Source: an optimization exercise on an open RTL-to-GDS flow (aim: small area, a short achievable clock period and few clock cycles per item). Production flows keep margins and buffers that such runs may drop. Function was checked by simulation only, so behaviour that the tests miss may differ from the original.

`design/flow/config.mk`:
```
export PLATFORM = sky130hd
export DESIGN_NAME = stack_arena_allocator
export DESIGN_NICKNAME = stack_arena_allocator
export VERILOG_FILES = /design/flow/design.v
export SDC_FILE = /design/flow/constraint.sdc
export NUM_CORES = 4
export LEC_CHECK = 0
export CAP_MARGIN = 20
export CORE_MARGIN = 2
export CORE_UTILIZATION = 40
export SLEW_MARGIN = 20
```
`design/flow/constraint.sdc`:
```
create_clock -name core_clock -period 11.0 [get_ports {clk}]
set_input_delay 2.2000 -clock core_clock [delete_from_list [all_inputs] [get_ports {clk}]]
set_output_delay 2.2000 -clock core_clock [all_outputs]
set_load 0.01 [all_outputs]
```
`design/flow/design.v`:
```
package saa_pkg;
	localparam int ARENA_BYTES_DEF  = 65536;
	localparam int MAX_BLOCKS_DEF   = 64;
	localparam int HEADER_BYTES_DEF = 8;
	localparam int HANDLE_W = 16;
	localparam int SIZE_W   = 17;
	localparam int ALIGN_W  = 4;
	localparam int PAD_W    = 13;
	localparam int ENTRY_W  = SIZE_W + PAD_W;
	localparam logic [ALIGN_W-1:0] MAX_ALIGN_LOG2 = 4'd12;
	localparam logic [SIZE_W-1:0]  LIMIT_RESET    = 17'h10000;
	localparam int                 LIMIT_MAX      = 131071;
	typedef enum logic [1:0] {
		CMD_ALLOC   = 2'd0,
		CMD_REALLOC = 2'd1,
		CMD_FREE    = 2'd2,
		CMD_CLEAR   = 2'd3
	} cmd_t;
	typedef enum logic [1:0] {
		ST_OK      = 2'd0,
		ST_NOSPACE = 2'd1,
		ST_IGNORED = 2'd2,
		ST_RANGE   = 2'd3
	} status_t;
	typedef enum logic {
		S_IDLE = 1'b0,
		S_EXEC = 1'b1
	} fsm_t;
	typedef struct packed {
		cmd_t                command;
		logic                has_handle;
		logic [HANDLE_W-1:0] handle;
		logic [SIZE_W-1:0]   size;
		logic [ALIGN_W-1:0]  alignment_log2;
	} req_t;
	typedef struct packed {
		logic [HANDLE_W-1:0] handle;
		status_t             status;
		logic                must_copy;
		logic [SIZE_W-1:0]   used;
	} res_t;
	typedef struct packed {
		logic [SIZE_W-1:0]  top;
		logic [SIZE_W-1:0]  last;
		logic               wr_en;
		logic [ENTRY_W-1:0] wr_entry;
		res_t               res;
	} upd_t;
endpackage
module saa_ram #(
	parameter int WIDTH  = 30,
	parameter int DEPTH  = 64,
	parameter int ADDR_W = $clog2(DEPTH)
) (
	input  logic              clk,
	input  logic              we,
	input  logic [ADDR_W-1:0] waddr,
	input  logic [WIDTH-1:0]  wdata,
	input  logic [ADDR_W-1:0] raddr,
	output logic [WIDTH-1:0]  rdata
);
	logic [WIDTH-1:0] mem [DEPTH];
	always_ff @(posedge clk) begin
		if (we) begin
			mem[waddr] <= wdata;
		end
		rdata <= mem[raddr];
	end
endmodule
module saa_calc #(
	parameter int MAX_BLOCKS   = saa_pkg::MAX_BLOCKS_DEF,
	parameter int HEADER_BYTES = saa_pkg::HEADER_BYTES_DEF,
	parameter int DEPTH_W      = $clog2(MAX_BLOCKS + 1)
) (
	input  saa_pkg::req_t               req,
	input  logic [saa_pkg::SIZE_W-1:0]  eff_limit,
	input  logic [saa_pkg::SIZE_W-1:0]  top,
	input  logic [saa_pkg::SIZE_W-1:0]  last,
	input  logic [DEPTH_W-1:0] depth,
	input  logic [saa_pkg::ENTRY_W-1:0] top_entry,
	output saa_pkg::upd_t               upd,
	output logic [DEPTH_W-1:0] depth_nxt
);
	localparam logic [13:0]        HDR  = 14'(HEADER_BYTES);
	localparam logic [DEPTH_W-1:0] FULL = DEPTH_W'(MAX_BLOCKS);
	logic [13:0]       amask, pad0, need, padx, pad;
	logic [saa_pkg::SIZE_W:0]   s, s_end, h_end, top_start;
	logic [saa_pkg::SIZE_W-1:0] top_diff, top_pad;
	logic              bad_align, full, nospace, is_top, in_range;
	logic              do_alloc, do_pop, do_push, do_clear, do_resize;
	saa_pkg::status_t           st, alloc_st;
	always_comb begin
		amask     = ~(14'h3FFF << req.alignment_log2);
		pad0      = (14'd0 - top[13:0]) & amask;
		need      = HDR - pad0;
		padx      = pad0 + ((need + amask) & ~amask);
		pad       = (pad0 < HDR) ? padx : pad0;
		s         = {1'b0, top} + 18'(pad);
		s_end     = s + {1'b0, req.size};
		bad_align = req.alignment_log2 > saa_pkg::MAX_ALIGN_LOG2;
		full      = depth >= FULL;
		nospace   = full || (s > 18'h0FFFF) || (s_end > {1'b0, eff_limit});
		alloc_st  = bad_align ? saa_pkg::ST_RANGE : (nospace ? saa_pkg::ST_NOSPACE : saa_pkg::ST_OK);
	end
	always_comb begin
		top_pad   = {4'd0, top_entry[saa_pkg::ENTRY_W-1:saa_pkg::SIZE_W]};
		top_diff  = top_entry[saa_pkg::SIZE_W-1:0];
		top_start = {1'b0, last} + {1'b0, top_pad};
		is_top    = (depth != '0) && ({2'b00, req.handle} == top_start);
		in_range  = {1'b0, req.handle} < eff_limit;
		h_end     = {2'b00, req.handle} + {1'b0, req.size};
	end
	always_comb begin
		st        = saa_pkg::ST_OK;
		do_alloc  = 1'b0;
		do_pop    = 1'b0;
		do_clear  = 1'b0;
		do_resize = 1'b0;
		case (req.command)
			saa_pkg::CMD_ALLOC: begin
				do_alloc = 1'b1;
			end
			saa_pkg::CMD_REALLOC: begin
				if (!req.has_handle) begin
					do_alloc = 1'b1;
				end else if (!in_range) begin
					st = saa_pkg::ST_RANGE;
				end else if (req.size == '0) begin
					if (is_top) do_pop = 1'b1;
					else st = saa_pkg::ST_IGNORED;
				end else if (is_top) begin
					if (h_end > {1'b0, eff_limit}) st = saa_pkg::ST_NOSPACE;
					else do_resize = 1'b1;
				end else begin
					do_alloc = 1'b1;
				end
			end
			saa_pkg::CMD_FREE: begin
				if (req.has_handle) begin
					if (!in_range) st = saa_pkg::ST_RANGE;
					else if (is_top) do_pop = 1'b1;
					else st = saa_pkg::ST_IGNORED;
				end
			end
			saa_pkg::CMD_CLEAR: begin
				do_clear = 1'b1;
			end
			default: begin
				st = saa_pkg::ST_OK;
			end
		endcase
		if (do_alloc) begin
			st = alloc_st;
		end
		do_push = do_alloc && (alloc_st == saa_pkg::ST_OK);
	end
	always_comb begin
		upd.top      = top;
		upd.last     = last;
		depth_nxt    = depth;
		upd.wr_en    = do_push;
		upd.wr_entry = {pad[saa_pkg::PAD_W-1:0], top - last};
		upd.res.handle    = '0;
		upd.res.must_copy = 1'b0;
		if (do_clear) begin
			upd.top   = '0;
			upd.last  = '0;
			depth_nxt = '0;
		end else if (do_pop) begin
			upd.top   = last;
			upd.last  = last - top_diff;
			depth_nxt = depth - 1'b1;
		end else if (do_resize) begin
			upd.top        = h_end[saa_pkg::SIZE_W-1:0];
			upd.res.handle = req.handle;
		end else if (do_push) begin
			upd.top           = s_end[saa_pkg::SIZE_W-1:0];
			upd.last          = top;
			depth_nxt         = depth + 1'b1;
			upd.res.handle    = s[saa_pkg::HANDLE_W-1:0];
			upd.res.must_copy = (req.command == saa_pkg::CMD_REALLOC) && req.has_handle;
		end
		upd.res.status = st;
		upd.res.used   = upd.top;
	end
endmodule
module stack_arena_allocator #(
	parameter int ARENA_BYTES  = saa_pkg::ARENA_BYTES_DEF,
	parameter int MAX_BLOCKS   = saa_pkg::MAX_BLOCKS_DEF,
	parameter int HEADER_BYTES = saa_pkg::HEADER_BYTES_DEF
) (
	input  logic                clk,
	input  logic                arst_n,
	input  logic                psel,
	input  logic                penable,
	input  logic                pwrite,
	input  logic [2:0]          paddr,
	input  logic [31:0]         pwdata,
	output logic [31:0]         prdata,
	output logic                pready,
	input  logic                start,
	output logic                busy,
	input  logic [1:0]          command,
	input  logic                has_handle,
	input  logic [saa_pkg::HANDLE_W-1:0] handle,
	input  logic [saa_pkg::SIZE_W-1:0]   size,
	input  logic [saa_pkg::ALIGN_W-1:0]  alignment_log2,
	output logic                done,
	output logic [saa_pkg::HANDLE_W-1:0] result_handle,
	output logic [1:0]          status,
	output logic                must_copy,
	output logic [saa_pkg::SIZE_W-1:0]   used_bytes
);
	localparam int                DEPTH_W = $clog2(MAX_BLOCKS + 1);
	localparam int                ADDR_W  = $clog2(MAX_BLOCKS);
	localparam int                CAP_I   = (ARENA_BYTES > saa_pkg::LIMIT_MAX) ? saa_pkg::LIMIT_MAX : ARENA_BYTES;
	localparam logic [saa_pkg::SIZE_W-1:0] CAP     = saa_pkg::SIZE_W'(CAP_I);
	saa_pkg::fsm_t               state_q, state_nxt;
	logic               accept, exec;
	saa_pkg::req_t               req_q;
	logic [saa_pkg::SIZE_W-1:0]  limit_q, eff_limit;
	logic [saa_pkg::SIZE_W-1:0]  top_q, last_q;
	logic [DEPTH_W-1:0] depth_q, depth_nxt, depth_m1;
	logic [saa_pkg::ENTRY_W-1:0] top_entry;
	saa_pkg::upd_t               upd;
	saa_pkg::res_t               res_q;
	logic               done_q;
	assign pready    = 1'b1;
	assign prdata    = (paddr[2] == 1'b0) ? {15'd0, limit_q} : 32'd0;
	assign eff_limit = (limit_q < CAP) ? limit_q : CAP;
	always_ff @(posedge clk or negedge arst_n) begin
		if (!arst_n) begin
			limit_q <= saa_pkg::LIMIT_RESET;
		end else if (psel && penable && pwrite && pready && (paddr[2] == 1'b0)) begin
			limit_q <= pwdata[saa_pkg::SIZE_W-1:0];
		end
	end
	assign accept = start && !busy;
	always_comb begin
		state_nxt = state_q;
		case (state_q)
			saa_pkg::S_IDLE: begin
				if (start) state_nxt = saa_pkg::S_EXEC;
			end
			saa_pkg::S_EXEC: begin
				state_nxt = saa_pkg::S_IDLE;
			end
			default: begin
				state_nxt = saa_pkg::S_IDLE;
			end
		endcase
	end
	always_comb begin
		busy = 1'b0;
		exec = 1'b0;
		case (state_q)
			saa_pkg::S_IDLE: begin
				busy = 1'b0;
			end
			saa_pkg::S_EXEC: begin
				busy = 1'b1;
				exec = 1'b1;
			end
			default: begin
				busy = 1'b0;
			end
		endcase
	end
	always_ff @(posedge clk or negedge arst_n) begin
		if (!arst_n) begin
			state_q <= saa_pkg::S_IDLE;
		end else begin
			state_q <= state_nxt;
		end
	end
	always_ff @(posedge clk) begin
		if (accept) begin
			req_q.command        <= saa_pkg::cmd_t'(command);
			req_q.has_handle     <= has_handle;
			req_q.handle         <= handle;
			req_q.size           <= size;
			req_q.alignment_log2 <= alignment_log2;
		end
	end
	assign depth_m1 = depth_q - 1'b1;
	saa_ram #(
		.WIDTH  (saa_pkg::ENTRY_W),
		.DEPTH  (MAX_BLOCKS),
		.ADDR_W (ADDR_W)
	) u_hdr_ram (
		.clk   (clk),
		.we    (exec && upd.wr_en),
		.waddr (depth_q[ADDR_W-1:0]),
		.wdata (upd.wr_entry),
		.raddr (depth_m1[ADDR_W-1:0]),
		.rdata (top_entry)
	);
	saa_calc #(
		.MAX_BLOCKS   (MAX_BLOCKS),
		.HEADER_BYTES (HEADER_BYTES),
		.DEPTH_W      (DEPTH_W)
	) u_calc (
		.req       (req_q),
		.eff_limit (eff_limit),
		.top       (top_q),
		.last      (last_q),
		.depth     (depth_q),
		.top_entry (top_entry),
		.upd       (upd),
		.depth_nxt (depth_nxt)
	);
	always_ff @(posedge clk or negedge arst_n) begin
		if (!arst_n) begin
			top_q   <= '0;
			last_q  <= '0;
			depth_q <= '0;
			done_q  <= 1'b0;
		end else begin
			done_q <= exec;
			if (exec) begin
				top_q   <= upd.top;
				last_q  <= upd.last;
				depth_q <= depth_nxt;
			end
		end
	end
	always_ff @(posedge clk) begin
		if (exec) begin
			res_q <= upd.res;
		end
	end
	assign done          = done_q;
	assign result_handle = res_q.handle;
	assign status        = res_q.status;
	assign must_copy     = res_q.must_copy;
	assign used_bytes    = res_q.used;
endmodule
```
`design/flow/run.sh`:
```
#!/bin/bash
# synth_recipe.tcl (not shown) runs the flow's synth.tcl, then flattens the netlist and writes it again
# the make line also repeats each setting of config.mk as NAME=value (left out here)
make -C /OpenROAD-flow-scripts/flow DESIGN_CONFIG=/design/flow/config.mk WORK_HOME=/design/flow/orfs CLKGATE_MAP_FILE= SYNTH_SCRIPT=/design/flow/synth_recipe.tcl finish
```
==> impl_results.md <==
- Initial Utilization: 40.2%
- Fill count: 17900
- Drt wl/cell: 29.3 µm
- Max-slew violations: 0
- Worst setup EP type: flop
- Rel. slew slack: 21.9%
- Die Wd: 470 µm
- Clock Skew: 0.111 ns
- Worst hold-check path type: flop to flop
- CTS Buf Count: 210
- Clk Tree Root Cell: clkbuf_16
- Final cell count without fillers: 7795
- Placed inst area: 0.0949 mm²
- Final WL: 229 mm
- Slowest stage cell on the critical path: nor4_1
- Fin area: 0.102 mm²
- Vias in the first global route: 44800
- Worst Path Max Fanout: 30
- Detailed Place HPWL: 141 mm
- Die Area: 0.221 mm²
- Clock-pin slew on the worst setup and hold paths: 0.06 ns
- Worst-Skew Late Latency: 0.89 ns
- Avg Inst Size Synth: 19.8 µm²
- Vias per std cell: 5.73
- Initial antenna violation count: 9
- CTS Hold Bufs: 0
- Sequential fraction of the synthesis area: 71.3%
- First-pass GRT wire length: 328 mm
- Final setup viols: 0
- Max Root-Sink Buffers: 3
- GR Util All Layers: 20.5%
- Async S/R FF share, synth: 2.88%
- Core area: 0.217 mm²
- Largest net degree at the start of global routing: 152
- Die span in y: 470 µm
- Final Hold Vio Count: 0
- Port buffer count: 118
- Drt initial violations: 4918
- Critical Path Start Type: flop
- Syn-to-layout area delta: 16.9%
- Max cap viols: 0
- Most frequent CP cell: ha_1
- Placed cells: 7402
- CP required: 11.48 ns
- H-tree Lvls: 4
- Hold slack: 0.527 ns
- Drt drc: 0
- Worst slew pin tran: 1.17 ns
- Ys flop type: edfxtp_1
- Crit-path leading delay family: simple AND/OR/NAND/NOR gates
- Outcome: finished clean
- Post-CTS Setup Bufs: 0
- Post-CTS sizing: 0
- Mapped cell area: 0.0870 mm²
- Crit path buf inv count: 2
- Yosys reg bits: 2086
- Critical path arrival: 10.85 ns
- Critical path type: flop to flop
- Remaining antenna violation count: 0
- FP Rows: 171
- Cells after Synth: 4394
- CTS tree: built
- CTS Sinks: 2086
- Nets: 5016
- GRT overflow: 0
- Fin crit share: 94.3%
- Yosys cell types: 90
- Final Critical Period: 10.37 ns
- Worst path max stage delay: 0.62 ns
- Io pins: 152
- TritonRoute pass-1 iters: 5
- Unrepaired setup endpoints after global routing: false
- Fin Setup TNS: 0 ns
- Fmax: 0.0964 GHz
- Synth warnings: 3
- GPL Wtd Cong: 0.874
- Via count: 44700
- Post-synth EDFFs: 1996
- Ratio of cells with drive above 1 in the final layout: 26.8%
-- sequential cells by signal, summed over array words and instances (netlist names) --
name,flops
depth_q,7
u_hdr_ram.rdata,30
top_q,17
done_q,1
limit_q,17
req_q,40
state_q,1
u_hdr_ram.mem,1920
res_q,36
last_q,17
-- cells by family (layout without fill, tap and decap cells) --
kind of cell	after synthesis	count (layout)	share of synthesized area, %
multiplexers	660	660	16.7
adder cells (fa/ha/maj)	175	175	2.57
other	2	22	0.00863
flip-flops	2086	2086	71.3
XOR/XNOR	118	118	1.20
AND/OR/NAND/NOR	561	561	3.15
buffers and inverters	326	853	1.53
AO/OA/AOI/OAI	466	466	3.59
-- synthesized netlist by cell type, types with 11 or more instances --
library cell | instances | area (µm²)
o211ai_1 | 16 | 120
mux2_2 | 18 | 203
nor2_1 | 180 | 676
nor3_1 | 23 | 115
o21ai_0 | 81 | 405
dfrtp_1 | 59 | 1480
o31ai_1 | 22 | 165
nand2_1 | 140 | 526
xor2_1 | 32 | 280
nand2b_1 | 14 | 87.6
a22oi_1 | 18 | 135
nand4_1 | 12 | 75.1
xnor2_1 | 85 | 744
mux4_2 | 630 | 14200
buf_1 | 44 | 165
edfxtp_1 | 1996 | 59900
a31oi_1 | 15 | 93.8
clkbuf_1 | 149 | 559
o21bai_1 | 22 | 165
and3_1 | 14 | 87.6
a21oi_1 | 118 | 591
mux2i_1 | 11 | 110
nor4_1 | 11 | 68.8
nor2b_1 | 48 | 300
nand3_1 | 39 | 195
a21o_1 | 55 | 413
o21a_1 | 20 | 150
dfxtp_1 | 30 | 601
ha_1 | 169 | 2110
or2_2 | 15 | 93.8
buf_4 | 17 | 128
inv_1 | 105 | 394
-- final timing paths --
kind,start,endpoint,slack (ns),cells past startpoint
setup reg to reg,top_q[3],u_hdr_ram.mem[35][27],0.63,42
min in group asynchronous,arst_n,limit_q[12],1.56,2
max in group asynchronous,arst_n,depth_q[0],8.74,2
hold reg to reg,limit_q[0],limit_q[0],0.53,1
setup / recovery,top_q[3],u_hdr_ram.mem[35][27],0.63,42
hold / removal,limit_q[0],limit_q[0],0.53,1
-- cell usage in the layout (no fill, tap or decap), types with 15 or more instances in the layout --
cell,Yosys,final
o21ai_0,81,78
mux4_2,630,630
clkbuf_1,149,59
dfrtp_1,59,57
bufinv_16,0,18
clkdlybuf4s50_1,0,117
o21bai_1,22,22
a31oi_1,15,15
conb_1,2,18
xor2_1,32,29
a21o_1,55,52
nor2b_1,48,46
o211ai_1,16,16
buf_12,1,110
clkbuf_16,0,210
buf_4,17,130
clkinv_1,1,47
mux2_2,18,18
clkinv_2,0,30
nand3_1,39,38
xnor2_1,85,74
edfxtp_1,1996,1996
ha_1,169,168
inv_1,105,103
nor3_1,23,23
a22oi_1,18,18
or2_2,15,15
o21a_1,20,19
nor2_1,180,111
nand2_1,140,139
a21oi_1,118,117
o31ai_1,22,22
dfxtp_1,30,30
nor2_4,0,69
-- metal layers --
metal  vias to the layer above  routed length, µm  GRT usage [%]
met2                      1505             111000           33.3
met4                         4               5010           4.85
li1                      18900                  -              -
met1                     24000              98600           29.4
met5                         -                 25              0
met3                       272              14000           3.02
-- per-stage QoR --
step                utilization (%)  setup slack, ns
detailed placement             43.8            0.702
floorplan                         -            0.194
finish                         47.0            0.625
global placement               43.8            0.670
CTS                            47.0            0.655
global route                   47.0            0.108
-- layout make-up --
class | count | area [µm²] | area share [%]
flip-flops and latches | 2086 | 62000 | 61.0
diodes | 4 | 10.0 | 0.00983
well taps | 2854 | 3570 | 3.51
repair buffers | 358 | 4350 | 4.28
clock inverters | 117 | 1350 | 1.32
clock buffers | 272 | 5520 | 5.42
multi-input cells | 1998 | 24500 | 24.1
inverters | 106 | 398 | 0.391
Testbench counts, summed over its fixed seeds: cycles 4,808, items 2,400.

[port drivers added, routing unchanged]
Ports are ideal in the flow. The routed layout listed here was re-timed in OpenROAD.
Step 1, drivers: a clkbuf_16 drives clk and a buf_2 each remaining input, both assumed.
Step 2, shift: input delay + t, output delay - t, t = (earliest + latest rising clock arrival at the registers) / 2. This alone moves slack from input paths to output paths.
Three values: ideal ports, drivers, drivers and shift; two values: the first two.
t (ns): 0.922
setup WS [ns]: 0.625 / 0.625 / 0.625
hold slack, ns: 0.527 / 0.527 / 0.527
clock arrival spread, ns: 0.111 / 0.111
After both steps setup and hold are still met in this run. The setup slack of this run moves by 0.000 ns with the drivers and by 0.000 ns with both steps.
